From an optimization exercise on the open Yosys and OpenROAD flow, aimed at small area; shortcuts taken in it are not production practice.
In this exercise RTL edits were held to simulation tests only and were not proved equivalent to the original.
The clock port is modelled as an ideal driver; clocking choices that lean on that would not hold on a real chip.
Power figures rest on the tool's default switching activity, not on a simulated workload.

[flow/config.mk]
export PLATFORM = sky130hd
export DESIGN_NAME = pwm_duty_temperature_converter_top
export DESIGN_NICKNAME = pwm_duty_temperature_converter_top
export VERILOG_FILES = /design/flow/design.v
export SDC_FILE = /design/flow/constraint.sdc
export NUM_CORES = 4
export LEC_CHECK = 0
export ABC_AREA = 1
export CAP_MARGIN = 20
export CORE_MARGIN = 2
export CORE_UTILIZATION = 40
export SLEW_MARGIN = 20
[flow/constraint.sdc]
create_clock -name core_clock -period 10.0 [get_ports {clk}]
set_input_delay 2.0000 -clock core_clock [delete_from_list [all_inputs] [get_ports {clk}]]
set_output_delay 2.0000 -clock core_clock [all_outputs]
set_load 0.01 [all_outputs]
[flow/design.v]
`timescale 1ns / 1ps
module pwm_duty_temperature_converter_top (
  input  logic               clk,
  input  logic               rst_n,
  input  logic               in_valid,
  output logic               in_stall,
  input  logic               in_pin_level,
  output logic               out_valid,
  input  logic               out_stall,
  output logic signed [14:0] out_temperature_centi,
  output logic [12:0]        out_voltage_mv,
  output logic [2:0]         out_segment,
  input  logic               cfg_valid,
  output logic               cfg_ready,
  input  logic [2:0]         cfg_index,
  input  logic [15:0]        cfg_wdata
);
  localparam logic [3:0] S_RST  = 4'd0,  S_CNT  = 4'd1,  S_VCMP = 4'd2,  S_HORN = 4'd3,
                         S_DIV  = 4'd4,  S_VPK  = 4'd5,  S_TSW  = 4'd6,  S_TS   = 4'd7,
                         S_TN   = 4'd8,  S_TD   = 4'd9,  S_TOV  = 4'd10, S_TC   = 4'd11,
                         S_TCMP = 4'd12, S_TCL  = 4'd13, S_DISP = 4'd14;
  localparam logic [15:0] W_RST  = 16'd40000;
  localparam logic [95:0] BX_RST = {16'd11312, 16'd20964, 16'd28817,
                                    16'd35015, 16'd39705, 16'd43133};
  localparam logic [13:0] M_V = 14'd10000;    
  localparam logic [10:0] M_T = 11'd2000;
  logic [3:0]  st;
  logic [3:0]  cnt;
  logic        tph;
  logic [3:0]  p;
  logic [2:0]  wc;
  logic [15:0] wr, hr, sr;
  logic [95:0] br;
  logic [31:0] acc;
  logic        c, dly, e, cs, ch, act, cw;
  logic        sg, sd, dz, ct, clamp;
  logic [2:0]  k;
  wire wend = (p == 4'd15);
  wire lo   = ~wc[0];
  wire pend = wend & wc[0];
  wire p0   = (p == 4'd0);
  wire w0 = wr[0];
  wire h0 = hr[0];
  wire s0 = sr[0];
  wire a0 = acc[0];
  wire bA = br[0];
  wire bB = br[16] & (wc != 3'd5);
  wire sb   = s0;
  wire hb   = h0;
  wire snew = sb ^ cs;
  wire hnew = hb ^ ch;
  wire m_bit = tph ? M_T[cnt] : M_V[cnt];
  wire sub   = ~e;
  wire es    = sub ^ sd;
  wire neg   = tph & (sg ^ sd) & ~dz;
  wire kmatch = (wc == k);
  wire kpass  = (wc[2:1] == k[2:1]);
  logic [12:0] base;
  always_comb begin
    case (k)
      3'd0:    base = 13'd1000;
      3'd1:    base = 13'd2000;
      3'd2:    base = 13'd3000;
      3'd3:    base = 13'd4000;
      3'd4:    base = 13'd5000;
      default: base = 13'd6000;
    endcase
  end
  wire base_b = (p < 4'd13) & base[p];
  wire [15:0] kcon = neg ? 16'hF830 : 16'h2EE0;
  logic x, y, init, ival;
  wire  cin  = init ? ival : c;
  wire  sum  = x ^ y ^ cin;
  wire  cout = (x & y) | (x & cin) | (y & cin);
  logic acc_in, hr_in, sr_in;
  always_comb begin
    x      = 1'b0;
    y      = 1'b0;
    init   = p0;
    ival   = 1'b0;
    acc_in = a0;
    hr_in  = h0;
    sr_in  = s0;
    case (st)
      S_CNT: begin
        x    = w0;
        y    = ~snew;
        if (act) begin
          sr_in = snew;
          hr_in = hnew;
        end
      end
      S_VCMP: begin
        x    = w0;
        y    = ~h0;
      end
      S_HORN: begin
        x    = (cnt == (tph ? 4'd10 : 4'd13) || (p0 && lo)) ? 1'b0 : dly;
        y    = m_bit & lo & (tph ? (h0 ^ sg) : (sg ? w0 : h0));
        init = p0 & lo;
        ival = tph & m_bit & sg;
        acc_in = sum;
      end
      S_DIV: begin
        if (lo) begin
          x = p0 ? ~e : dly;
        end else begin
          x = dly;
          y = (tph ? h0 : w0) ^ es;
          ival = es;
        end
        acc_in = sum;
      end
      S_TOV: begin
        x    = a0;
        y    = h0 ^ es;
        ival = es;
        if (!lo) acc_in = sum;
      end
      S_TS, S_TN, S_TD: begin
        x    = bA;
        y    = ~((st == S_TD) ? bB : h0);
        ival = (st != S_TS);
        if (st != S_TS && kmatch) hr_in = sum;
      end
      S_TC: begin
        x    = tph & base_b;
        y    = (~dz & a0 & ~wend) ^ neg;
        ival = (~dz & ~e) ^ neg;
        if (tph) acc_in = lo ? sum : s0;
        else if (lo) sr_in = sum;
      end
      S_TCMP: begin
        x    = a0;
        y    = ~(kcon[p] | (p0 & ~neg));
        ival = 1'b1;
      end
      S_TCL, S_RST: begin
        hr_in = 1'b0;
        sr_in = 1'b0;
        if (lo && clamp && st == S_TCL) acc_in = kcon[p];
      end
      default: ;
    endcase
  end
  wire cnt_st    = (st == S_CNT);
  wire close_now = act & ~cout;
  wire can_acc   = cnt_st & wend & ~cw & ~close_now;
  wire accept    = can_acc & in_valid;
  wire bmatch    = (wc + 3'd1 == cfg_index);
  wire cmatch    = (cfg_index == 3'd0) | (cfg_index == 3'd7) | bmatch;
  wire wr_w      = cnt_st & cw & (cfg_index == 3'd0);
  wire wr_b      = cnt_st & cw & bmatch;
  wire wbit      = cfg_wdata[p] | (p0 & (cfg_wdata == 16'd0));
  assign in_stall  = ~can_acc;
  assign cfg_ready = cnt_st & cw & wend & cmatch;
  assign out_valid = (st == S_DISP);
  assign out_temperature_centi = acc[14:0];
  assign out_voltage_mv        = acc[28:16];
  assign out_segment           = k;
  always_ff @(posedge clk) begin
    wr  <= {(st == S_RST) ? W_RST[p] : (wr_w ? wbit : w0), wr[15:1]};
    br  <= {(st == S_RST) ? BX_RST[{wc, p}] : (wr_b ? cfg_wdata[p] : bA), br[95:1]};
    hr  <= {hr_in, hr[15:1]};
    sr  <= {sr_in, sr[15:1]};
    dly <= a0;
    c   <= cout;
  end
  always_ff @(posedge clk) begin
    acc[31:29] <= {acc_in, acc[31:30]};
    acc[15]    <= acc[16];
    if (st != S_DISP) begin
      acc[28:16] <= acc[29:17];
      acc[14:0]  <= acc[15:1];
    end
  end
  always_ff @(posedge clk) begin
    if (!rst_n) begin
      st  <= S_RST;
      p   <= 4'd0;
      wc  <= 3'd0;
      act <= 1'b0;
      cw  <= 1'b0;
      tph <= 1'b0;
    end else begin
      p <= p + 4'd1;
      if (wend) wc <= (wc == 3'd5) ? 3'd0 : wc + 3'd1;
      case (st)
        S_RST: if (wend && wc == 3'd5) st <= S_CNT;
        S_CNT: begin
          if (wend) begin
            act <= accept;
            if (close_now) begin
              st  <= S_VCMP;
              tph <= 1'b0;
            end
            if (cw && cmatch) cw <= 1'b0;
            else if (cfg_valid && !close_now) cw <= 1'b1;
          end
          if (accept) begin
            cs <= 1'b1;
            ch <= in_pin_level;
          end else if (act) begin
            cs <= sb & cs;
            ch <= hb & ch;
          end
        end
        S_VCMP: begin
          e  <= 1'b0;
          sd <= 1'b0;
          dz <= 1'b0;
          if (wend) sg <= ~cout;
          if (pend) begin
            st  <= S_HORN;
            cnt <= 4'd13;
          end
        end
        S_HORN: if (pend) begin
          cnt <= cnt - 4'd1;
          if (cnt == 4'd0) begin
            st  <= tph ? S_TD : S_DIV;
            cnt <= 4'd15;
          end
        end
        S_DIV: if (pend) begin
          e   <= a0 ^ sub ^ cout;
          cnt <= cnt - 4'd1;
          if (cnt == 4'd0) st <= S_TC;
        end
        S_TSW: begin
          k <= 3'd5;
          if (pend && wc == 3'd5) st <= S_TS;
        end
        S_TS: begin
          if (wend && wc != 3'd0 && !cout && k == 3'd5) k <= wc - 3'd1;
          if (pend && wc == 3'd5) st <= S_TN;
        end
        S_TN: begin
          if (wend && kmatch) sg <= ~cout;
          if (pend && kpass) begin
            st  <= S_HORN;
            cnt <= 4'd10;
          end
        end
        S_TD: begin
          e <= 1'b0;
          if (kmatch) dz <= (p0 | dz) & ~sum;
          if (wend && kmatch) sd <= ~cout;
          if (pend && kpass) st <= S_TOV;
        end
        S_TOV: if (pend) begin
          e     <= ~cout;
          clamp <= cout;
          st    <= S_DIV;
          cnt   <= 4'd15;
        end
        S_TC: begin
          if (wend && lo) ct <= cout;
          if (pend) begin
            st  <= tph ? S_TCMP : S_TSW;
            tph <= 1'b1;
          end
        end
        S_TCMP: begin
          if (wend && lo)
            clamp <= (clamp & ~dz) | (neg ? (~ct & ~cout) : (ct | cout));
          if (pend) st <= S_TCL;
        end
        S_TCL: if (pend) st <= S_DISP;
        S_DISP: if (!out_stall) st <= S_CNT;
        default: st <= S_RST;
      endcase
    end
  end
endmodule
[flow/flow/run.sh]
#!/bin/bash
set -euo pipefail
HERE=$(cd "$(dirname "$0")" && pwd)
export POST_FLOORPLAN_TCL="$HERE/downsize.tcl"
export BUFFER_PORTS_ARGS="-buffer_cell sky130_fd_sc_hd__buf_1"
export CTS_ARGS="-sink_clustering_enable -repair_clock_nets -buf_list sky130_fd_sc_hd__clkbuf_2 -sink_clustering_size 6 -sink_clustering_max_diameter 20 -dont_use_dummy_load"
bash standard.sh > standard.log 2>&1
[flow/flow/downsize.tcl]
# Swap every logic cell that synthesis sized up for the smallest cell of the
# same function (drive strength _0 or _1); timing has ample slack at 10 ns.
set db [ord::get_db]
set n 0
foreach inst [[ord::get_db_block] getInsts] {
  set name [[$inst getMaster] getName]
  if {![regexp {^(sky130_fd_sc_hd__[a-z0-9]+)_([0-9]+)$} $name -> base size]} { continue }
  if {[regexp {df|dl|clk|buf|tap|fill|decap|conb|diode} $base]} { continue }
  set best [$inst getMaster]
  set barea [expr {[$best getWidth] * [$best getHeight]}]
  foreach s {0 1} {
    set m [$db findMaster ${base}_$s]
    if {$m == "NULL"} { continue }
    set a [expr {[$m getWidth] * [$m getHeight]}]
    if {$a < $barea} { set best $m; set barea $a }
  }
  if {[$best getName] != $name} { $inst swapMaster $best; incr n }
}
puts "downsize.tcl: swapped $n cells"
[flow/standard.sh]
#!/bin/bash
# synth_recipe.tcl (not shown) runs the flow's synth.tcl, then flattens the netlist and writes it again
# the make line also repeats each setting of config.mk as NAME=value (left out here)
make -C /OpenROAD-flow-scripts/flow DESIGN_CONFIG=/design/flow/config.mk WORK_HOME=/design/flow/orfs CLKGATE_MAP_FILE= SYNTH_SCRIPT=/design/flow/synth_recipe.tcl "${@:-finish}"
==> results of run 1 <==
[cells in the mapped netlist, drive strengths merged, types with 5 or more instances]
cell,n
edfxtp,43
inv,75
o211ai,6
nor3,10
nand4,8
xor2,5
a21oi,24
ha,17
o21ai,39
nor2,83
xnor2,7
nand3,62
nand2,145
buf,38
dfxtp,164
[layout by cell type, fill, tap and decap left out, drive strengths merged, types with 5 or more instances in the layout]
cell	instances
xnor2	7
inv	75
nand3	62
a21oi	24
nor3	10
buf	60
dfxtp	164
clkbuf	55
o21ai	39
ha	17
nand4	8
xor2	5
o211ai	6
nor2	83
nand2	145
edfxtp	43
[flip-flops by register name, indices dropped and copies added, names as in the netlist, 3 cells and up]
register	flops
br	96
acc	32
hr	16
sr	16
wr	16
cnt	4
p	4
st	4
k	3
wc	3
[critical path, stage by stage (launching register included)]
cell	delay, ns
dfxtp_1	0.70
clkinv_1	0.46
ha_1	0.38
nand2_1	0.18
inv_1	0.09
nand2_1	0.08
o21ai_0	0.08
nand2_1	0.06
o21ai_0	0.07
nor2_1	0.09
nand3_1	0.11
fa_1	0.60
inv_2	0.10
nand2_1	0.11
nand3_1	0.11
buf_1	0.19
[path summary, 6_finish.rpt]
kind | startpoint | to | slack (ns)
worst max-delay path | p[0]$_SDFF_PN0_ | in_stall | 3.84
worst min-delay path | sr[14]$_DFF_P_ | sr[13]$_DFF_P_ | 0.23
worst max register to register | p[0]$_SDFF_PN0_ | st[3]$_SDFFE_PN0P_ | 5.72
worst min register to register | sr[14]$_DFF_P_ | sr[13]$_DFF_P_ | 0.23
[layout make-up]
class / count / area (µm²)
Multi-Input combinational cell: 429 / 2120
Inverter: 78 / 293
Sequential cell: 207 / 4570
Timing Repair Buffer: 60 / 233
Tap cell: 229 / 287
Fill cell: 1805 / 10200
Clock buffer: 55 / 275
[kinds of logic (layout without fill, tap and decap cells)]
| group | count (synthesis) | after routing |
|---|---|---|
| AO/OA/AOI/OAI | 79 | 79 |
| XOR/XNOR | 12 | 12 |
| adder cells (fa/ha/maj) | 18 | 18 |
| buffers and inverters | 118 | 193 |
| flip-flops | 207 | 207 |
| AND/OR/NAND/NOR | 320 | 320 |
[per-stage QoR]
stage | worst slack [ns] | instance area (µm²) | power, mW
floorplan | 5.47 | 7390 | 1.41
global placement | 4.78 | 7510 | 1.45
detailed placement | 4.66 | 7510 | 1.46
CTS | 3.82 | 7780 | 1.88
global route | 3.45 | 7780 | 1.98
finish | 3.84 | 7780 | 1.85
[power groups by stage]
stage	Clock (mW)	Combinational, mW	Sequential, mW
CTS	0.436	0.319	1.12
floorplan	0	0.303	1.11
global placement	0	0.317	1.14
detailed placement	0	0.318	1.14
finish	0.409	0.322	1.12
global route	0.477	0.362	1.14
[routing by layer]
layer  wire, µm  global-route usage  share of wire
met1       7210               0.210           0.48
met2       6340               0.232           0.42
met3        983              0.0503          0.066
met4        415              0.0768          0.028
met5          0                   0              0
==> summary.txt, run 1 <==
Status = timing/DRC/antenna clean
Initial Util = 0.410
DRT antenna net count = 0
Tot GR Track Use = 0.157
Setup TNS = 0 ns
Adder and majority gate portion of the synthesized area = 0.0315
GRT overflow = 0
Sw frac = 0.302
Chip height = 140 µm
Pwr dens = 238 nW/µm²
Largest net degree at the start of global routing = 29
Worst Setup End Kind = primary output
Core area = 18000 µm²
Int Power = 1.29 mW
Slew Limit Fails = 0
1st-pass router iterations = 5
Register area share after synthesis = 0.619
Gate Count Post-Synth = 754
Routability cong. = 0.983
Hold Path Cell Cnt = 0
Worst Path Required = 8.00 ns
Final Net Count = 874
CTS Buffer Depth = 3
Global-route wire length before repair = 24700 µm
Wire per inst = 14.1 µm
DR vias = 5077
Synth Area in Compound Gates = 0.0606
Area fraction of the dominant cell type after synthesis = 0.444
Final setup violation count = 0
Drt initial violations = 401
MaxCap Viol Count = 0
Crit start category = flip-flop
Fmax = 0.162 GHz
Period minus WS final = 6.16 ns
# IOs = 59
CTS root buf = clkbuf_2
Via density = 4.80
Drt total wl = 14900 µm
Synth area leader = dfxtp_1
Post-synthesis async set-or-reset flop share = 0
Unique masters post-synth = 44
Synth Area per Inst = 9.80 µm²
Hold Path Class = reg2reg
CTS tree = built
Resized cells post-CTS = 0
Post-Place Cells = 1003
Row Count = 49
Crit share post-route = 0.616
Crit path kind = reg2out
XOR/XNOR Fraction of Synth Area = 0.0142
Simple-gate area share of the yosys netlist = 0.198
Setup repair bufs after CTS = 0
Post-detail-place hpwl = 10500 µm
Die area = 19600 µm²
Worst Skew = 0.133 ns
Clk pin slew, worst setup/hold paths = 0.10 ns
Syn_nets = 797
DRC = 0
CTS Buf Count = 55
Layout cells sized above 1 = 0.0881
Main combinational cell family by area after synthesis = simple AND/OR/NAND/NOR gates
Crit-path max FO = 18
# hold bufs at CTS = 0
Port bufs = 58
Worst skew pair latency = 0.76 ns
P&R area growth vs syn = 5.31%
WP data arrival = 4.16 ns
Worst Tran Pin Value = 0.998 ns
Synth warnings = 1
Post-synth EDFFs = 43
Worst R2R Path Depth = 21
Finished Core Util = 0.432
Main synth FF type = dfxtp_1
Mux share of post-synthesis cell area = 0
Worst VDD drop = 0.135 mV
Final hold violation count = 0
Vias in the first global route = 5072
H-tree levels = 2
Reg power frac = 0.605
Chip Width = 140 µm
Initial antenna violation count = 0
P_leak = 3.37 nW
P_sw = 0.560 mW
Synth Register Bits = 207
Rel. slew slack = 0.334
RSZ-0062 raised after global routing = false
TritonCTS Sinks = 207
Final hold slack = 0.229 ns
Top cells by area, synth = dfxtp_1 44%, edfxtp_1 17%, nand2_1 6.9%
Cell Area, Synth = 7390 µm²
# diodes = 0
Logic gate share of total power = 0.174
Clk pwr share = 0.221
Non-filler cells in the finished layout = 1058
==> run 2: changes to the inputs <==
==> flow/flow/run.sh (replaced) <==
#!/bin/bash
set -euo pipefail
HERE=$(cd "$(dirname "$0")" && pwd)
export POST_FLOORPLAN_TCL="$HERE/downsize.tcl"
export BUFFER_PORTS_ARGS="-buffer_cell sky130_fd_sc_hd__buf_1"
export CTS_ARGS="-sink_clustering_enable -repair_clock_nets -buf_list sky130_fd_sc_hd__clkbuf_4 -sink_clustering_size 13 -sink_clustering_max_diameter 30 -dont_use_dummy_load"
bash standard.sh > standard.log 2>&1
==> summary.txt, run 2 <==
Status = timing/DRC/antenna clean
Initial Util = 0.410
Worst Path Required = 8.00 ns
CP max-delay cell = dfxtp_1
Worst skew pair latency = 0.67 ns
Top reg by flops = br
DR vias = 5002
Worst Setup End Kind = primary output
Drt initial violations = 431
Pwr dens = 234 nW/µm²
Unique masters post-synth = 44
Crit start category = flip-flop
Worst Tran Pin Value = 0.988 ns
CTS Buffer Depth = 3
Resized cells post-CTS = 0
DRC = 0
Synth warnings = 1
Initial antenna violation count = 1
TritonCTS Sinks = 207
Period minus WS final = 6.01 ns
Post-synth EDFFs = 43
Worst R2R Path Depth = 21
Die area = 19600 µm²
GRT overflow = 0
Final hold violation count = 0
Port bufs = 58
Worst Skew = 0.0958 ns
Met2 Routed Length = 6180 µm
Chip Width = 140 µm
Main synth FF type = dfxtp_1
CTS root buf = clkbuf_4
Cell Area, Synth = 7390 µm²
RSZ-0062 raised after global routing = false
Routability cong. = 0.983
Commonest non-fill, non-tap cell in the layout = dfxtp_1
Post-synth top cells = 164 x dfxtp_1, 136 x nand2_1, 72 x nor2_1
Core area = 18000 µm²
Crit-path max FO = 18
Hold Path Class = reg2reg
Critical Path Sink = in_stall
Layout cells sized above 1 = 0.0597
Worst VDD drop = 0.150 mV
Most frequent cells in the layout = 164 x dfxtp_1, 145 x nand2_1, 83 x nor2_1
Via density = 4.84
Post-synthesis async set-or-reset flop share = 0
1st-pass router iterations = 7
Post-detail-place hpwl = 10500 µm
Worst path depth = 15
CP most frequent cell = nand2_1
Tot GR Track Use = 0.152
Final worst slack = 3.99 ns
R2R setup slack = 5.74 ns
Multi-input gate area = 2120 µm²
Crit path kind = reg2out
Slew Limit Fails = 0
WL met3 = 1090 µm
Vias in the first global route = 4855
CTS Buf Count = 30
# IOs = 59
CP Launch Point = p[0]$_SDFF_PN0_
Placement Cell Area = 7510 µm²
Fillers = 1795
Clk pin slew, worst setup/hold paths = 0.12 ns
Top cells by area, synth = dfxtp_1 44%, edfxtp_1 17%, nand2_1 6.9%
Final setup violation count = 0
Row Count = 49
DRT antenna net count = 0
Sequential cell area = 4570 µm²
H-tree levels = 1
Gate Count Post-Synth = 754
Largest regs = br (96), acc (32)
Buf/Inv on CP = 4
Worst reg2reg startpoint = p[0]$_SDFF_PN0_
Fmax = 0.166 GHz
Most common cell in the netlist = dfxtp_1
P_leak = 3.28 nW
P&R area growth vs syn = 4.67%
Global-route wire length before repair = 24200 µm
Crit Reg-Reg Endpoint = st[2]$_SDFFE_PN0P_
# hold bufs at CTS = 0
Max reg flops = 96
WP data arrival = 4.01 ns
Syn_nets = 797
Pre-CTS setup slack = 4.66 ns
Crit share post-route = 0.601
Final Net Count = 849
Chip height = 140 µm
Synth Register Bits = 207
Rel. slew slack = 0.340
Finished Core Util = 0.429
Post-Layout Inst Area = 7740 µm²
Setup repair bufs after CTS = 0
M1 wire length = 6970 µm
Top Layer Used = met4
Drt total wl = 14700 µm
Register area share after synthesis = 0.619
Largest net degree at the start of global routing = 29
CP top delay family = adder cells
Area fraction of the dominant cell type after synthesis = 0.444
Synth Area per Inst = 9.80 µm²
Synth area leader = dfxtp_1
MaxCap Viol Count = 0
Wire per inst = 14.2 µm
Crit path cell chain = clkinv_1 -> ha_1 -> nand2_1 -> inv_1 -> nand2_1 -> o21ai_0 -> nand2_1 -> o21ai_0 -> nor2_1 -> nand3_1 -> fa_1 -> inv_2 -> nand2_1 -> nand3_1 -> buf_1
Setup TNS = 0 ns
Worst stage delay on the critical path = 0.70 ns
CTS tree = built
run 2: cell counts after synthesis:
No cell type changed its count.
run 2: through the flow:
| stage | hold slack, ns | total power [mW] | std cells |
|---|---|---|---|
| floorplan | 0.310 | 1.41 | 754 |
| global placement | 0.310 | 1.45 | 1003 |
| detailed placement | 0.312 | 1.46 | 1003 |
| CTS | 0.228 | 1.84 | 1033 |
| global route | 0.209 | 1.93 | 1034 |
| finish | 0.234 | 1.81 | 1034 |
run 2: worst min-delay path by stage:
stage                          from         endpoint  slack (ns)  depth (start not counted)
global route          sr[1]$_DFF_P_    sr[0]$_DFF_P_        0.21                          0
detailed placement   br[22]$_DFF_P_   br[21]$_DFF_P_        0.31                          0
global placement      sr[3]$_DFF_P_    sr[2]$_DFF_P_        0.31                          0
finish                sr[1]$_DFF_P_    sr[0]$_DFF_P_        0.23                          0
CTS                   sr[1]$_DFF_P_    sr[0]$_DFF_P_        0.23                          0
floorplan           acc[30]$_DFF_P_  acc[29]$_DFF_P_        0.31                          0
run 2: final cells by class:
type,instances,area share
Sequential cell,207,0.591
Multi-Input combinational cell,429,0.274
Inverter,78,0.0378
Tap cell,229,0.0370
Timing Repair Buffer,60,0.0301
Clock buffer,30,0.0291
Antenna cell,1,0.000323
run 2: cells by family (layout without fill, tap and decap cells):
kind of cell / Yosys count / count (layout) / synth area share
xor gates and xnor gates: 12 / 12 / 0.0142
buffers and inverters: 118 / 168 / 0.0772
adders and majority gates: 18 / 18 / 0.0315
other: 0 / 1 / 0
DFF: 207 / 207 / 0.619
AOI/OAI and AO/OA: 79 / 79 / 0.0606
and+or+nand+nor: 320 / 320 / 0.198
run 2: layer usage:
layer,vias to the layer above,track usage
met1,2263,0.212
met2,175,0.228
met4,0,0.0553
li1,2523,-
met3,41,0.0424
met5,-,0
run 2: power breakdown:
part,switching (mW),leakage (nW),internal [mW]
Clock,0.236,0.138,0.137
Combinational,0.219,1.34,0.102
Sequential,0.0727,1.81,1.05
Total,0.528,3.28,1.29
==> run 3: changes to the inputs <==
--- a/flow/design.v
+++ b/flow/design.v
@@ -166,4 +166,6 @@
     dly <= a0;
     c   <= cout;
+    cs  <= accept | (sb & cs);
+    ch  <= accept ? in_pin_level : (hb & ch);
   end
   always_ff @(posedge clk) begin
@@ -198,11 +200,4 @@
             else if (cfg_valid && !close_now) cw <= 1'b1;
           end
-          if (accept) begin
-            cs <= 1'b1;
-            ch <= in_pin_level;
-          end else if (act) begin
-            cs <= sb & cs;
-            ch <= hb & ch;
-          end
         end
         S_VCMP: begin
==> flow/flow/run.sh (replaced) <==
#!/bin/bash
set -euo pipefail
HERE=$(cd "$(dirname "$0")" && pwd)
export POST_FLOORPLAN_TCL="$HERE/downsize.tcl"
export BUFFER_PORTS_ARGS="-buffer_cell sky130_fd_sc_hd__buf_1"
export CTS_ARGS="-sink_clustering_enable -repair_clock_nets -buf_list sky130_fd_sc_hd__clkbuf_4 -sink_clustering_size 12 -sink_clustering_max_diameter 30 -dont_use_dummy_load"
bash standard.sh > standard.log 2>&1
==> summary.txt, run 3 <==
Overall power = 2.00 mW
Final Net Count = 808
TritonCTS Sinks = 207
Worst R2R Path Depth = 20
Period minus WS final = 5.86 ns
Area fraction of the dominant cell type after synthesis = 0.459
Wire per inst = 14.8 µm
Resized cells post-CTS = 0
Drt total wl = 14700 µm
DR vias = 4974
Final hold slack = 0.262 ns
Post-synthesis async set-or-reset flop share = 0
Setup repair bufs after CTS = 0
Worst reg2reg startpoint = p[0]$_SDFF_PN0_
Crit share post-route = 0.586
Routability cong. = 0.938
Setup TNS = 0 ns
MaxCap Viol Count = 0
# IOs = 59
Drt initial violations = 440
Finished Core Util = 0.426
Slew Limit Fails = 0
Register area share after synthesis = 0.629
Die area = 19200 µm²
WHS Endpoint = hr[1]$_DFF_P_
Top Layer Used = met4
Main synth FF type = dfxtp_1
WL met3 = 1310 µm
P_leak = 3.14 nW
Crit start category = flip-flop
Fmax = 0.171 GHz
Worst skew pair latency = 0.62 ns
Non-filler cells in the finished layout = 994
Final setup violation count = 0
Chip Width = 139 µm
Final hold violation count = 0
Pwr dens = 263 nW/µm²
Worst Path Required = 8.00 ns
Pre-CTS setup slack = 4.76 ns
Fillers = 1718
Row Count = 49
P&R area growth vs syn = 4.94%
Top reg by flops = br
R2R setup slack = 6.19 ns
GRT overflow = 0
Max reg flops = 96
Synth area leader = dfxtp_1
Top cells by area, synth = dfxtp_1 46%, edfxtp_1 17%, nand2_1 5.9%
DRC = 0
Rel. slew slack = 0.317
Via density = 5.00
Crit path kind = reg2out
Post-synth EDFFs = 41
# hold bufs at CTS = 0
Met2 Routed Length = 6000 µm
Worst Tran Pin Value = 1.02 ns
Beginning of the worst hold path = hr[2]$_DFF_P_
Clk pin slew, worst setup/hold paths = 0.09 ns
Most common cell in the netlist = dfxtp_1
Hold Path Class = reg2reg
Synth Area per Inst = 10.3 µm²
Synth Register Bits = 207
Initial antenna violation count = 0
Layout cells sized above 1 = 0.0706
Cell Area, Synth = 7250 µm²
Core area = 17800 µm²
RSZ-0062 raised after global routing = false
Status = timing/DRC/antenna clean
Global-route wire length before repair = 23700 µm
Gate Count Post-Synth = 706
Hold Path Cell Cnt = 0
H-tree levels = 2
M1 wire length = 6910 µm
Port bufs = 58
Worst VDD drop = 0.145 mV
Post-synth top cells = 166 x dfxtp_1, 114 x nand2_1, 72 x nor2_1
Vias in the first global route = 4645
Largest net degree at the start of global routing = 29
Syn_nets = 747
Tot GR Track Use = 0.154
Synth warnings = 1
Initial Util = 0.406
# diodes = 0
Most frequent cells in the layout = 166 x dfxtp_1, 125 x nand2_1, 82 x nor2_1
Final worst slack = 4.14 ns
Post-Layout Inst Area = 7600 µm²
Commonest non-fill, non-tap cell in the layout = dfxtp_1
CTS root buf = clkbuf_4
Unique masters post-synth = 48
Crit Reg-Reg Endpoint = st[1]$_SDFFE_PN0P_
CTS Buffer Depth = 3
DRT antenna net count = 0
Post-detail-place hpwl = 10400 µm
Worst Skew = 0.0973 ns
CTS Buf Count = 37
Chip height = 139 µm
WP data arrival = 3.86 ns
Worst Setup End Kind = primary output
Largest regs = br (96), acc (32)
CTS tree = built
Post-Place Cells = 957
Placement Cell Area = 7330 µm²
1st-pass router iterations = 5
Crit-path max FO = 15
## run 3: changes by cell type in the layout (fill, tap and decap cells not counted), moves of 3 or more
cell / change
o22ai_1: +4
nand2_1: -20
nand4_1: -3
clkbuf_4: +7
a21oi_1: +6
inv_1: -14
a22oi_1: +3
nand3_1: -26
## run 3: how the worst max path moves through the flow
| stage | from | to |
|---|---|---|
| floorplan | cfg_index[0] | cfg_ready |
| global placement | p[0]$_SDFF_PN0_ | in_stall |
| detailed placement | p[0]$_SDFF_PN0_ | in_stall |
| CTS | p[0]$_SDFF_PN0_ | in_stall |
| global route | p[0]$_SDFF_PN0_ | in_stall |
| finish | p[0]$_SDFF_PN0_ | in_stall |
## run 3: layout make-up
class / count / area, µm² / share of cell area
sequential: 207 / 4550 / 0.599
multi-input combinational: 399 / 2020 / 0.266
tap: 229 / 287 / 0.0377
clock buffer: 37 / 278 / 0.0365
timing repair buffer: 60 / 233 / 0.0306
inverter: 62 / 233 / 0.0306
## run 3: cells by family (layout without fill, tap and decap cells)
logic type,after synthesis,in the layout,synth area share
compound gates,100,100,0.0798
buf+inv,100,159,0.0699
xor+xnor,13,13,0.0157
fa+ha+maj,16,16,0.0287
simple gates,269,269,0.176
mux,1,1,0.00155
flops,207,207,0.629
## run 3: power by group
part	internal, mW	leakage, nW	switching [mW]
Combinational	0.119	1.18	0.253
Clock	0.169	0.170	0.250
Sequential	1.12	1.80	0.0899
## run 3: layer usage
layer	global-route usage	vias to the layer above
met3	0.0449	51
met5	0	-
met4	0.0698	0
met1	0.218	2290
li1	-	2426
met2	0.218	207
## run 3: worst max-delay path, stage by stage (launching register included)
cell and delay, ns:
dfxtp_1 0.61, clkinv_1 0.42, ha_1 0.36, nand2_1 0.19, inv_1 0.08, nand2_1 0.08
o21ai_0 0.08, nand2_1 0.07, nand2_1 0.05, nor2_1 0.10, nand2_1 0.08, fa_1 0.59
nor2_1 0.25, nor2_1 0.12, nand3_1 0.08, buf_1 0.15
==> run 4: changes to the inputs <==
==> flow/flow/run.sh (replaced) <==
#!/bin/bash
set -euo pipefail
HERE=$(cd "$(dirname "$0")" && pwd)
export POST_FLOORPLAN_TCL="$HERE/downsize.tcl"
export POST_CTS_TCL="$HERE/downsize.tcl"
export BUFFER_PORTS_ARGS="-buffer_cell sky130_fd_sc_hd__buf_1"
export CTS_ARGS="-sink_clustering_enable -repair_clock_nets -buf_list sky130_fd_sc_hd__clkbuf_4 -sink_clustering_size 10 -sink_clustering_max_diameter 30 -dont_use_dummy_load"
bash standard.sh > standard.log 2>&1
==> summary.txt, run 4 <==
Worst Tran Pin Value = 1.02 ns
Tot GR Track Use = 0.154
# diodes = 0
Top cells by area, synth = dfxtp_1 46%, edfxtp_1 17%, nand2_1 5.9%
Wire per inst = 14.8 µm
Fmax = 0.170 GHz
Die area = 19200 µm²
Worst skew pair latency = 0.61 ns
P_sw = 0.591 mW
Drt initial violations = 399
Hold Path Class = reg2reg
Worst Path Required = 8.00 ns
Drt total wl = 14700 µm
Gate Count Post-Synth = 706
P_leak = 3.14 nW
Initial Util = 0.406
Fillers = 1722
Vias in the first global route = 4643
GRT overflow = 0
Final Net Count = 808
Period minus WS final = 5.87 ns
Row Count = 49
Crit share post-route = 0.587
Initial antenna violation count = 0
Chip Width = 139 µm
Cell Area, Synth = 7250 µm²
Worst VDD drop = 0.156 mV
Synth warnings = 1
Routability cong. = 0.938
Global-route wire length before repair = 23600 µm
1st-pass router iterations = 5
Register area share after synthesis = 0.629
Chip height = 139 µm
Post-synth top cells = 166 x dfxtp_1, 114 x nand2_1, 72 x nor2_1
DRT antenna net count = 0
Worst Skew = 0.0856 ns
Post-synthesis async set-or-reset flop share = 0
Worst Setup End Kind = primary output
Most common cell in the netlist = dfxtp_1
Max reg flops = 96
Logic gate share of total power = 0.186
Final hold violation count = 0
Rel. slew slack = 0.321
Final setup violation count = 0
Port bufs = 58
Layout cells sized above 1 = 0.0706
RSZ-0062 raised after global routing = false
Synth Register Bits = 207
Clk pwr share = 0.209
Largest net degree at the start of global routing = 29
Core area = 17800 µm²
Int Power = 1.41 mW
TritonCTS Sinks = 207
Setup TNS = 0 ns
Area fraction of the dominant cell type after synthesis = 0.459
Via density = 5.00
Crit start category = flip-flop
WP data arrival = 3.87 ns
Post-synth EDFFs = 41
Main synth FF type = dfxtp_1
DR vias = 4970
Largest regs = br (96), acc (32)
# IOs = 59
Synth Area per Inst = 10.3 µm²
Unique masters post-synth = 48
Pwr dens = 263 nW/µm²
Reg power frac = 0.605
Crit path kind = reg2out
Sw frac = 0.295
P&R area growth vs syn = 4.94%
Commonest non-fill, non-tap cell in the layout = dfxtp_1
Syn_nets = 747
Crit-path max FO = 15
CTS tree = built
Most frequent cells in the layout = 166 x dfxtp_1, 125 x nand2_1, 82 x nor2_1
DRC = 0
Top reg by flops = br
Post-detail-place hpwl = 10400 µm
Clk pin slew, worst setup/hold paths = 0.09 ns
Final hold slack = 0.284 ns
Slew Limit Fails = 0
MaxCap Viol Count = 0
Synth area leader = dfxtp_1
R2R setup slack = 6.19 ns
Status = timing/DRC/antenna clean
## run 4: cell counts in the layout (fill, tap and decap cells not counted)
No cell type changed its count.
## run 4: kinds of logic (layout without fill, tap and decap cells)
group,after synthesis,count (layout),share of synthesized area
compound gates,100,100,0.0798
xor+xnor,13,13,0.0157
buf+inv,100,159,0.0699
flops,207,207,0.629
fa+ha+maj,16,16,0.0287
mux,1,1,0.00155
simple gates,269,269,0.176
## run 4: cell type report
cell class	instances	area, µm²	share of cell area
flip-flops and latches	207	4550	0.599
multi-input cells	399	2020	0.266
well taps	229	287	0.0377
clock buffers	37	278	0.0365
repair buffers	60	233	0.0306
inverters	62	233	0.0306
## run 4: power groups by stage
stage,clock network [mW],registers [mW],logic [mW]
finish,0.418,1.21,0.372
global placement,0,1.23,0.367
global route,0.473,1.24,0.416
detailed placement,0,1.23,0.364
floorplan,0,1.19,0.344
## run 4: through the flow
step | instance area (µm²) | setup WS, ns | util | instances | total power, mW
finish | 7600 | 4.13 | 0.426 | 994 | 2.00
global route | 7600 | 3.89 | 0.426 | 994 | 2.13
detailed placement | 7330 | 4.76 | 0.411 | 957 | 1.59
global placement | 7330 | 4.86 | 0.411 | 957 | 1.60
floorplan | 7250 | 5.25 | - | 706 | 1.54
## run 4: worst paths after layout
| path | to | start | depth (start not counted) |
|---|---|---|---|
| worst max-delay path | in_stall | p[0]$_SDFF_PN0_ | 15 |
| worst min-delay path | hr[1]$_DFF_P_ | hr[2]$_DFF_P_ | 0 |
| worst max register to register | st[3]$_SDFFE_PN0P_ | p[0]$_SDFF_PN0_ | 20 |
| worst min register to register | hr[1]$_DFF_P_ | hr[2]$_DFF_P_ | 0 |
## run 4: routing by layer
| layer | up-vias | track usage | routed length (µm) |
|---|---|---|---|
| li1 | 2420 | - | - |
| met1 | 2274 | 0.216 | 6910 |
| met2 | 224 | 0.218 | 5940 |
| met3 | 52 | 0.0425 | 1310 |
| met4 | 0 | 0.0773 | 527 |
| met5 | - | 0 | 0 |
## run 4: worst max-delay path, cell delays in order, from the launching register on
cell and delay [ns]:
dfxtp_1 0.61, clkinv_1 0.42, ha_1 0.36, nand2_1 0.20
inv_1 0.08, nand2_1 0.08, o21ai_0 0.08, nand2_1 0.06
nand2_1 0.05, nor2_1 0.10, nand2_1 0.08, fa_1 0.59
nor2_1 0.25, nor2_1 0.12, nand3_1 0.08, buf_1 0.15
==> run 5: changes to the inputs <==
==> flow/flow/run.sh (replaced) <==
#!/bin/bash
set -euo pipefail
HERE=$(cd "$(dirname "$0")" && pwd)
export POST_FLOORPLAN_TCL="$HERE/downsize.tcl"
export BUFFER_PORTS_ARGS="-buffer_cell sky130_fd_sc_hd__buf_1"
export CTS_ARGS="-sink_clustering_enable -repair_clock_nets -buf_list sky130_fd_sc_hd__clkbuf_4 -sink_clustering_size 10 -sink_clustering_max_diameter 30 -dont_use_dummy_load"
bash standard.sh > standard.log 2>&1
==> summary.txt, run 5 <==
Worst VDD drop = 0.156 mV
Clk pin slew, worst setup/hold paths = 0.09 ns
Chip height = 139 µm
Most frequent cells in the layout = 166 x dfxtp_1, 125 x nand2_1, 82 x nor2_1
Worst skew pair latency = 0.61 ns
Worst R2R Path Depth = 20
Syn_nets = 747
Worst reg2reg startpoint = p[0]$_SDFF_PN0_
R2R setup slack = 6.19 ns
DR vias = 4970
CTS Buf Count = 37
RSZ-0062 raised after global routing = false
Setup repair bufs after CTS = 0
Final Net Count = 808
Core area = 17800 µm²
Max reg flops = 96
TritonCTS Sinks = 207
Fillers = 1722
1st-pass router iterations = 5
Cell Area, Synth = 7250 µm²
Post-synthesis async set-or-reset flop share = 0
Drt total wl = 14700 µm
WP data arrival = 3.87 ns
Drt initial violations = 399
Commonest non-fill, non-tap cell in the layout = dfxtp_1
Top Layer Used = met4
Unique masters post-synth = 48
Synth warnings = 1
Pwr dens = 263 nW/µm²
Post-synth top cells = 166 x dfxtp_1, 114 x nand2_1, 72 x nor2_1
DRC = 0
CTS root buf = clkbuf_4
Status = timing/DRC/antenna clean
P_leak = 3.14 nW
Worst Setup End Kind = primary output
Global-route wire length before repair = 23600 µm
Row Count = 49
Layout cells sized above 1 = 0.0706
Final hold violation count = 0
Post-detail-place hpwl = 10400 µm
Most common cell in the netlist = dfxtp_1
Initial Util = 0.406
Fmax = 0.170 GHz
M1 wire length = 6910 µm
CTS Buffer Depth = 3
Worst Skew = 0.0856 ns
Critical Path Sink = in_stall
Synth Register Bits = 207
# IOs = 59
Met2 Routed Length = 5940 µm
Wire per inst = 14.8 µm
Synth area leader = dfxtp_1
Chip Width = 139 µm
Final setup violation count = 0
Setup TNS = 0 ns
Via density = 5.00
MaxCap Viol Count = 0
Tot GR Track Use = 0.154
Multi-input gate area = 2020 µm²
CP Launch Point = p[0]$_SDFF_PN0_
P&R area growth vs syn = 4.94%
Initial antenna violation count = 0
Gate Count Post-Synth = 706
Worst Path Required = 8.00 ns
Hold Path Cell Cnt = 0
Period minus WS final = 5.87 ns
Resized cells post-CTS = 0
Post-synth EDFFs = 41
Port bufs = 58
# diodes = 0
DRT antenna net count = 0
Crit path kind = reg2out
Largest regs = br (96), acc (32)
H-tree levels = 2
# hold bufs at CTS = 0
Top cells by area, synth = dfxtp_1 46%, edfxtp_1 17%, nand2_1 5.9%
Crit start category = flip-flop
Routability cong. = 0.938
Hold Path Class = reg2reg
Main synth FF type = dfxtp_1
Overall power = 2.00 mW
Area fraction of the dominant cell type after synthesis = 0.459
Worst Tran Pin Value = 1.02 ns
Vias in the first global route = 4643
Register area share after synthesis = 0.629
Crit-path max FO = 15
CTS tree = built
WL met3 = 1310 µm
Slew Limit Fails = 0
Crit Reg-Reg Endpoint = st[3]$_SDFFE_PN0P_
GRT overflow = 0
Synth Area per Inst = 10.3 µm²
Die area = 19200 µm²
Largest net degree at the start of global routing = 29
Top reg by flops = br
Crit share post-route = 0.587
Rel. slew slack = 0.321
Sequential cell area = 4550 µm²
-- run 5: worst min-delay path by stage --
stage	endpoint	slack (ns)	start
floorplan	acc[29]$_DFF_P_	0.31	acc[30]$_DFF_P_
global placement	wr[7]$_DFF_P_	0.31	wr[8]$_DFF_P_
detailed placement	br[33]$_DFF_P_	0.31	br[34]$_DFF_P_
CTS	wr[12]$_DFF_P_	0.28	wr[13]$_DFF_P_
global route	hr[1]$_DFF_P_	0.28	hr[2]$_DFF_P_
finish	hr[1]$_DFF_P_	0.28	hr[2]$_DFF_P_
-- run 5: area by class of cell --
class,count,share of cell area
Sequential cell,207,0.599
Multi-Input combinational cell,399,0.266
Tap cell,229,0.0377
Clock buffer,37,0.0365
Timing Repair Buffer,60,0.0306
Inverter,62,0.0306
-- run 5: logic make-up after synthesis --
logic type | after synthesis | synth area share
and+or+nand+nor | 269 | 0.176
DFF | 207 | 0.629
adders and majority gates | 16 | 0.0287
xor gates and xnor gates | 13 | 0.0157
AOI/OAI and AO/OA | 100 | 0.0798
buffers and inverters | 100 | 0.0699
muxes | 1 | 0.00155
-- run 5: through the flow --
| stage | std cells | hold slack [ns] | instance area [µm²] | worst slack, ns | utilization |
|---|---|---|---|---|---|
| 2_1_floorplan | 706 | 0.310 | 7250 | 5.25 | - |
| 3_3_place_gp | 957 | 0.310 | 7330 | 4.86 | 0.411 |
| 3_5_place_dp | 957 | 0.312 | 7330 | 4.76 | 0.411 |
| 4_1_cts | 994 | 0.282 | 7600 | 4.16 | 0.426 |
| 5_1_grt | 994 | 0.283 | 7600 | 3.89 | 0.426 |
| 6_report | 994 | 0.284 | 7600 | 4.13 | 0.426 |
-- run 5: layer usage --
| metal | global-route usage | vias to the layer above |
|---|---|---|
| met5 | 0 | - |
| li1 | - | 2420 |
| met2 | 0.218 | 224 |
| met4 | 0.0773 | 0 |
| met3 | 0.0425 | 52 |
| met1 | 0.216 | 2274 |
-- run 5: power breakdown --
part           internal [mW]  total (mW)  leakage, nW  switching (mW)
combinational          0.119       0.372         1.18           0.253
clock                  0.169       0.418        0.170           0.248
sequential              1.12        1.21         1.80          0.0896
total                   1.41        2.00         3.14           0.591
-- run 5: worst max-delay path: stages (launching register included) --
cell and delay [ns]:
dfxtp_1 0.61, clkinv_1 0.42, ha_1 0.36, nand2_1 0.20
inv_1 0.08, nand2_1 0.08, o21ai_0 0.08, nand2_1 0.06
nand2_1 0.05, nor2_1 0.10, nand2_1 0.08, fa_1 0.59
nor2_1 0.25, nor2_1 0.12, nand3_1 0.08, buf_1 0.15
==> run 6: changes to the inputs <==
==> flow/flow/run.sh (replaced) <==
#!/bin/bash
set -euo pipefail
HERE=$(cd "$(dirname "$0")" && pwd)
export POST_FLOORPLAN_TCL="$HERE/downsize.tcl"
export BUFFER_PORTS_ARGS="-buffer_cell sky130_fd_sc_hd__buf_1"
export CTS_ARGS="-sink_clustering_enable -repair_clock_nets -buf_list sky130_fd_sc_hd__clkbuf_4 -sink_clustering_size 9 -sink_clustering_max_diameter 80 -dont_use_dummy_load"
bash standard.sh > standard.log 2>&1
==> summary.txt, run 6 <==
Via density = 4.98
Initial antenna violation count = 0
Most frequent cells in the layout = 166 x dfxtp_1, 125 x nand2_1, 82 x nor2_1
Syn_nets = 747
Clk pin slew, worst setup/hold paths = 0.12 ns
Worst VDD drop = 0.136 mV
Post-detail-place hpwl = 10400 µm
Fmax = 0.169 GHz
Setup repair bufs after CTS = 0
Post-synth EDFFs = 41
Main synth FF type = dfxtp_1
# hold bufs at CTS = 0
Crit share post-route = 0.593
Synth area leader = dfxtp_1
Fillers = 1716
Final Net Count = 797
CTS tree = built
Commonest non-fill, non-tap cell in the layout = dfxtp_1
TritonCTS Sinks = 207
Status = timing/DRC/antenna clean
Largest regs = br (96), acc (32)
Tot GR Track Use = 0.151
Final setup violation count = 0
Resized cells post-CTS = 0
Core area = 17800 µm²
P&R area growth vs syn = 3.80%
Post-synth top cells = 166 x dfxtp_1, 114 x nand2_1, 72 x nor2_1
Drt total wl = 14500 µm
# diodes = 0
Slew Limit Fails = 0
Drt initial violations = 394
CTS root buf = clkbuf_4
Post-synthesis async set-or-reset flop share = 0
Wire per inst = 14.8 µm
Chip Width = 139 µm
Most common cell in the netlist = dfxtp_1
Worst reg2reg startpoint = p[0]$_SDFF_PN0_
CP Launch Point = p[0]$_SDFF_PN0_
Crit Reg-Reg Endpoint = st[1]$_SDFFE_PN0P_
GRT overflow = 0
Initial Util = 0.406
Worst skew pair latency = 0.62 ns
Crit path kind = reg2out
Hold Path Cell Cnt = 0
Largest net degree at the start of global routing = 29
Vias in the first global route = 4555
Overall power = 1.93 mW
Synth Register Bits = 207
WHS Endpoint = sr[0]$_DFF_P_
Area fraction of the dominant cell type after synthesis = 0.459
Worst Tran Pin Value = 0.999 ns
RSZ-0062 raised after global routing = false
Multi-input gate area = 2020 µm²
Gate Count Post-Synth = 706
DR vias = 4894
Global-route wire length before repair = 23500 µm
Routability cong. = 0.938
Layout cells sized above 1 = 0.0570
Cell Area, Synth = 7250 µm²
Sequential cell area = 4550 µm²
Beginning of the worst hold path = sr[1]$_DFF_P_
P_leak = 3.09 nW
Crit start category = flip-flop
Worst Path Required = 8.00 ns
DRT antenna net count = 0
Hold Path Class = reg2reg
Top cells by area, synth = dfxtp_1 46%, edfxtp_1 17%, nand2_1 5.9%
R2R setup slack = 6.17 ns
Port bufs = 58
Row Count = 49
# IOs = 59
Worst R2R Path Depth = 20
Crit-path max FO = 15
Setup TNS = 0 ns
Period minus WS final = 5.93 ns
Worst Skew = 0.0536 ns
CTS Buffer Depth = 3
WP data arrival = 3.93 ns
H-tree levels = 1
1st-pass router iterations = 5
Synth warnings = 1
Worst Setup End Kind = primary output
Register area share after synthesis = 0.629
DRC = 0
Rel. slew slack = 0.333
Unique masters post-synth = 48
Final hold violation count = 0
Max reg flops = 96
Die area = 19200 µm²
Pwr dens = 257 nW/µm²
Chip height = 139 µm
MaxCap Viol Count = 0
Top reg by flops = br
CTS Buf Count = 26
Synth Area per Inst = 10.3 µm²
-- run 6: cell types whose count changed in the layout (fill, tap and decap cells not counted) --
cell,previous run,this run
clkbuf_4,37,26
-- run 6: layer usage --
layer  GRT usage  wire length, µm
met1       0.219             6850
met2       0.220             5990
met3      0.0335             1240
met4      0.0575              447
met5           0                0
-- run 6: layout make-up --
cell class                 instances  area share
timing repair buffer              60      0.0309
clock buffer                      26      0.0260
sequential                       207       0.606
multi-input combinational        399       0.269
inverter                          62      0.0309
tap                              229      0.0381
-- run 6: kinds of logic after synthesis --
logic type,count (synthesis),synth area share
XOR/XNOR,13,0.0157
AND/OR/NAND/NOR,269,0.176
adder cells (fa/ha/maj),16,0.0287
multiplexers,1,0.00155
flip-flops,207,0.629
AO/OA/AOI/OAI,100,0.0798
buffers and inverters,100,0.0699
-- run 6: metrics by stage --
stage	util	instances	hold slack [ns]	worst slack, ns	cell area, µm²
after global routing	0.422	983	0.275	3.79	7520
after CTS	0.422	983	0.275	4.08	7520
after floorplan	-	706	0.310	5.25	7250
final	0.422	983	0.293	4.07	7520
after global placement	0.411	957	0.310	4.86	7330
after detailed placement	0.411	957	0.312	4.76	7330
-- run 6: worst max path at each step --
stage,to,slack (ns),cells after the start
global route,in_stall,3.79,15
detailed placement,in_stall,4.76,15
global placement,in_stall,4.86,15
finish,in_stall,4.07,15
floorplan,cfg_ready,5.25,4
CTS,in_stall,4.08,15
-- run 6: power breakdown --
| group | total, mW | switching, mW | internal (mW) |
|---|---|---|---|
| Sequential | 1.21 | 0.0893 | 1.12 |
| Clock | 0.353 | 0.233 | 0.120 |
| Combinational | 0.371 | 0.252 | 0.119 |
-- run 6: critical path: stages, from the launching register on --
cell and delay [ns]:
dfxtp_1 0.64, clkinv_1 0.41, ha_1 0.36, nand2_1 0.19, inv_1 0.08, nand2_1 0.08
o21ai_0 0.08, nand2_1 0.07, nand2_1 0.05, nor2_1 0.10, nand2_1 0.08, fa_1 0.59
nor2_1 0.24, nor2_1 0.12, nand3_1 0.08, buf_1 0.15
==> run 7: changes to the inputs <==
==> flow/flow/run.sh (replaced) <==
#!/bin/bash
set -euo pipefail
HERE=$(cd "$(dirname "$0")" && pwd)
export POST_FLOORPLAN_TCL="$HERE/downsize.tcl"
export BUFFER_PORTS_ARGS="-buffer_cell sky130_fd_sc_hd__buf_1"
export CTS_ARGS="-sink_clustering_enable -repair_clock_nets -buf_list sky130_fd_sc_hd__clkbuf_4 -sink_clustering_size 10 -sink_clustering_max_diameter 60 -dont_use_dummy_load"
bash standard.sh > standard.log 2>&1
==> summary.txt, run 7 <==
RSZ-0062 raised after global routing = false
Period minus WS final = 5.85 ns
Adder and majority gate portion of the synthesized area = 0.0287
Largest net degree at the start of global routing = 29
Synth area leader = dfxtp_1
Met2 Routed Length = 5970 µm
Post-synth top cells = 166 x dfxtp_1, 114 x nand2_1, 72 x nor2_1
Main synth FF type = dfxtp_1
XOR/XNOR Fraction of Synth Area = 0.0157
Hold Path Class = reg2reg
Worst stage delay on the critical path = 0.61 ns
Crit share post-route = 0.585
Worst skew pair latency = 0.61 ns
Crit path kind = reg2out
Chip height = 139 µm
Initial Util = 0.406
CTS root buf = clkbuf_4
Main combinational cell family by area after synthesis = simple AND/OR/NAND/NOR gates
Top cells by area, synth = dfxtp_1 46%, edfxtp_1 17%, nand2_1 5.9%
Setup repair bufs after CTS = 0
MaxCap Viol Count = 0
CP most frequent cell = nand2_1
CTS Buffer Depth = 3
Sequential cell area = 4550 µm²
Tot GR Track Use = 0.150
Layout cells sized above 1 = 0.0558
Crit path cell chain = clkinv_1 -> ha_1 -> nand2_1 -> inv_1 -> nand2_1 -> o21ai_0 -> nand2_1 -> nand2_1 -> nor2_1 -> nand2_1 -> fa_1 -> nor2_1 -> nor2_1 -> nand3_1 -> buf_1
Gate Count Post-Synth = 706
Cell Area, Synth = 7250 µm²
Die area = 19200 µm²
Drt total wl = 14600 µm
Max reg flops = 96
Core area = 17800 µm²
Worst Skew = 0.0597 ns
Worst VDD drop = 0.165 mV
Fmax = 0.171 GHz
Simple-gate area share of the yosys netlist = 0.176
Synth warnings = 1
Buf/Inv on CP = 3
Most common cell in the netlist = dfxtp_1
Top Layer Used = met4
Synth Area in Compound Gates = 0.0798
Worst Path Required = 8.00 ns
Multi-input gate area = 2020 µm²
CTS tree = built
Unique masters post-synth = 48
CP max-delay cell = dfxtp_1
# hold bufs at CTS = 0
Port bufs = 58
P_leak = 3.09 nW
Setup TNS = 0 ns
Resized cells post-CTS = 0
Overall power = 1.94 mW
Status = timing/DRC/antenna clean
Register area share after synthesis = 0.629
GRT overflow = 0
# IOs = 59
P&R area growth vs syn = 3.70%
Commonest non-fill, non-tap cell in the layout = dfxtp_1
Worst Tran Pin Value = 1.03 ns
Clk pin slew, worst setup/hold paths = 0.09 ns
Slew Limit Fails = 0
Crit-path max FO = 15
DR vias = 4892
Routability cong. = 0.938
Largest regs = br (96), acc (32)
Drt initial violations = 459
Initial antenna violation count = 0
M1 wire length = 6980 µm
Row Count = 49
CP top delay family = simple AND/OR/NAND/NOR gates
WP data arrival = 3.85 ns
# diodes = 0
Final hold violation count = 0
Mux share of post-synthesis cell area = 0.00155
CTS Buf Count = 25
DRT antenna net count = 0
Crit start category = flip-flop
Area fraction of the dominant cell type after synthesis = 0.459
1st-pass router iterations = 7
TritonCTS Sinks = 207
Fillers = 1705
Chip Width = 139 µm
Synth Register Bits = 207
Post-synthesis async set-or-reset flop share = 0
Synth Area per Inst = 10.3 µm²
Rel. slew slack = 0.312
Final Net Count = 796
Wire per inst = 14.9 µm
Post-detail-place hpwl = 10400 µm
Via density = 4.98
Top reg by flops = br
Post-synth EDFFs = 41
Worst Setup End Kind = primary output
Most frequent cells in the layout = 166 x dfxtp_1, 125 x nand2_1, 82 x nor2_1
WL met3 = 1200 µm
Global-route wire length before repair = 23500 µm
Pwr dens = 258 nW/µm²
Final setup violation count = 0
Vias in the first global route = 4536
Final worst slack = 4.15 ns
Pre-CTS setup slack = 4.76 ns
H-tree levels = 1
Syn_nets = 747
DRC = 0
run 7: cell types whose count changed in the layout (fill, tap and decap cells not counted), sizes merged:
cell	change
clkbuf	-1
run 7: cell families (layout without fill, tap and decap cells):
kind of cell	after synthesis	after routing
mux	1	1
flops	207	207
simple gates	269	269
xor+xnor	13	13
buf+inv	100	147
fa+ha+maj	16	16
compound gates	100	100
run 7: path summary, 6_finish.rpt:
path	from	to	slack (ns)	depth (start not counted)
setup / recovery	p[0]$_SDFF_PN0_	in_stall	4.15	15
hold / removal	sr[1]$_DFF_P_	sr[0]$_DFF_P_	0.32	0
hold reg to reg	sr[1]$_DFF_P_	sr[0]$_DFF_P_	0.32	0
setup reg to reg	p[0]$_SDFF_PN0_	st[2]$_SDFFE_PN0P_	6.26	20
run 7: metal layers:
layer,vias to the layer above,GRT usage
li1,2395,-
met4,0,0.0575
met1,2258,0.219
met5,-,0
met3,36,0.0359
met2,203,0.218
run 7: layout make-up:
| cell class | instances | area share |
|---|---|---|
| clock buffers | 25 | 0.0250 |
| well taps | 229 | 0.0381 |
| inverters | 62 | 0.0310 |
| flip-flops and latches | 207 | 0.606 |
| multi-input cells | 399 | 0.269 |
| repair buffers | 60 | 0.0310 |
run 7: where the power goes:
part | switching, mW | total (mW) | internal [mW]
combinational | 0.253 | 0.372 | 0.119
clock | 0.238 | 0.353 | 0.115
sequential | 0.0895 | 1.21 | 1.12
total | 0.581 | 1.94 | 1.35
run 7: stage by stage:
step / area (µm²) / utilization / hold slack (ns) / instances
global route: 7510 / 0.421 / 0.302 / 982
CTS: 7510 / 0.421 / 0.306 / 982
finish: 7510 / 0.421 / 0.321 / 982
detailed placement: 7330 / 0.411 / 0.312 / 957
floorplan: 7250 / - / 0.310 / 706
global placement: 7330 / 0.411 / 0.310 / 957

[re-timing with driven ports]
How much do the figures lean on ideal ports? The routed layouts below were timed once more, with nothing changed but the port constraints. Step 1, drivers: a clkbuf_16 drives clk and a buf_2 each remaining input, both assumed. Step 2, shift: input delay + t, output delay - t, t = (earliest + latest rising clock arrival at the registers) / 2. This alone moves slack from input paths to output paths. a / b / c = ideal ports / drivers / drivers and shift; a / b = the first two.
run	shift t [ns]	slack for setup (ns)	hold slack, ns	cell pins on the clock port's net
run 1	0.736	3.845 / 3.811 / 4.547	0.229 / 0.229 / 0.229	1
run 2	0.655	3.988 / 3.950 / 4.605	0.234 / 0.234 / 0.234	1
run 3	0.603	4.139 / 4.109 / 4.712	0.262 / 0.262 / 0.262	1
run 4	0.595	4.134 / 4.104 / 4.699	0.284 / 0.284 / 0.284	1
run 5	0.595	4.134 / 4.104 / 4.699	0.284 / 0.284 / 0.284	1
run 6	0.620	4.072 / 4.041 / 4.661	0.293 / 0.293 / 0.293	1
run 7	0.609	4.153 / 4.123 / 4.732	0.321 / 0.321 / 0.321	1
After both steps setup and hold are still met in every run listed.
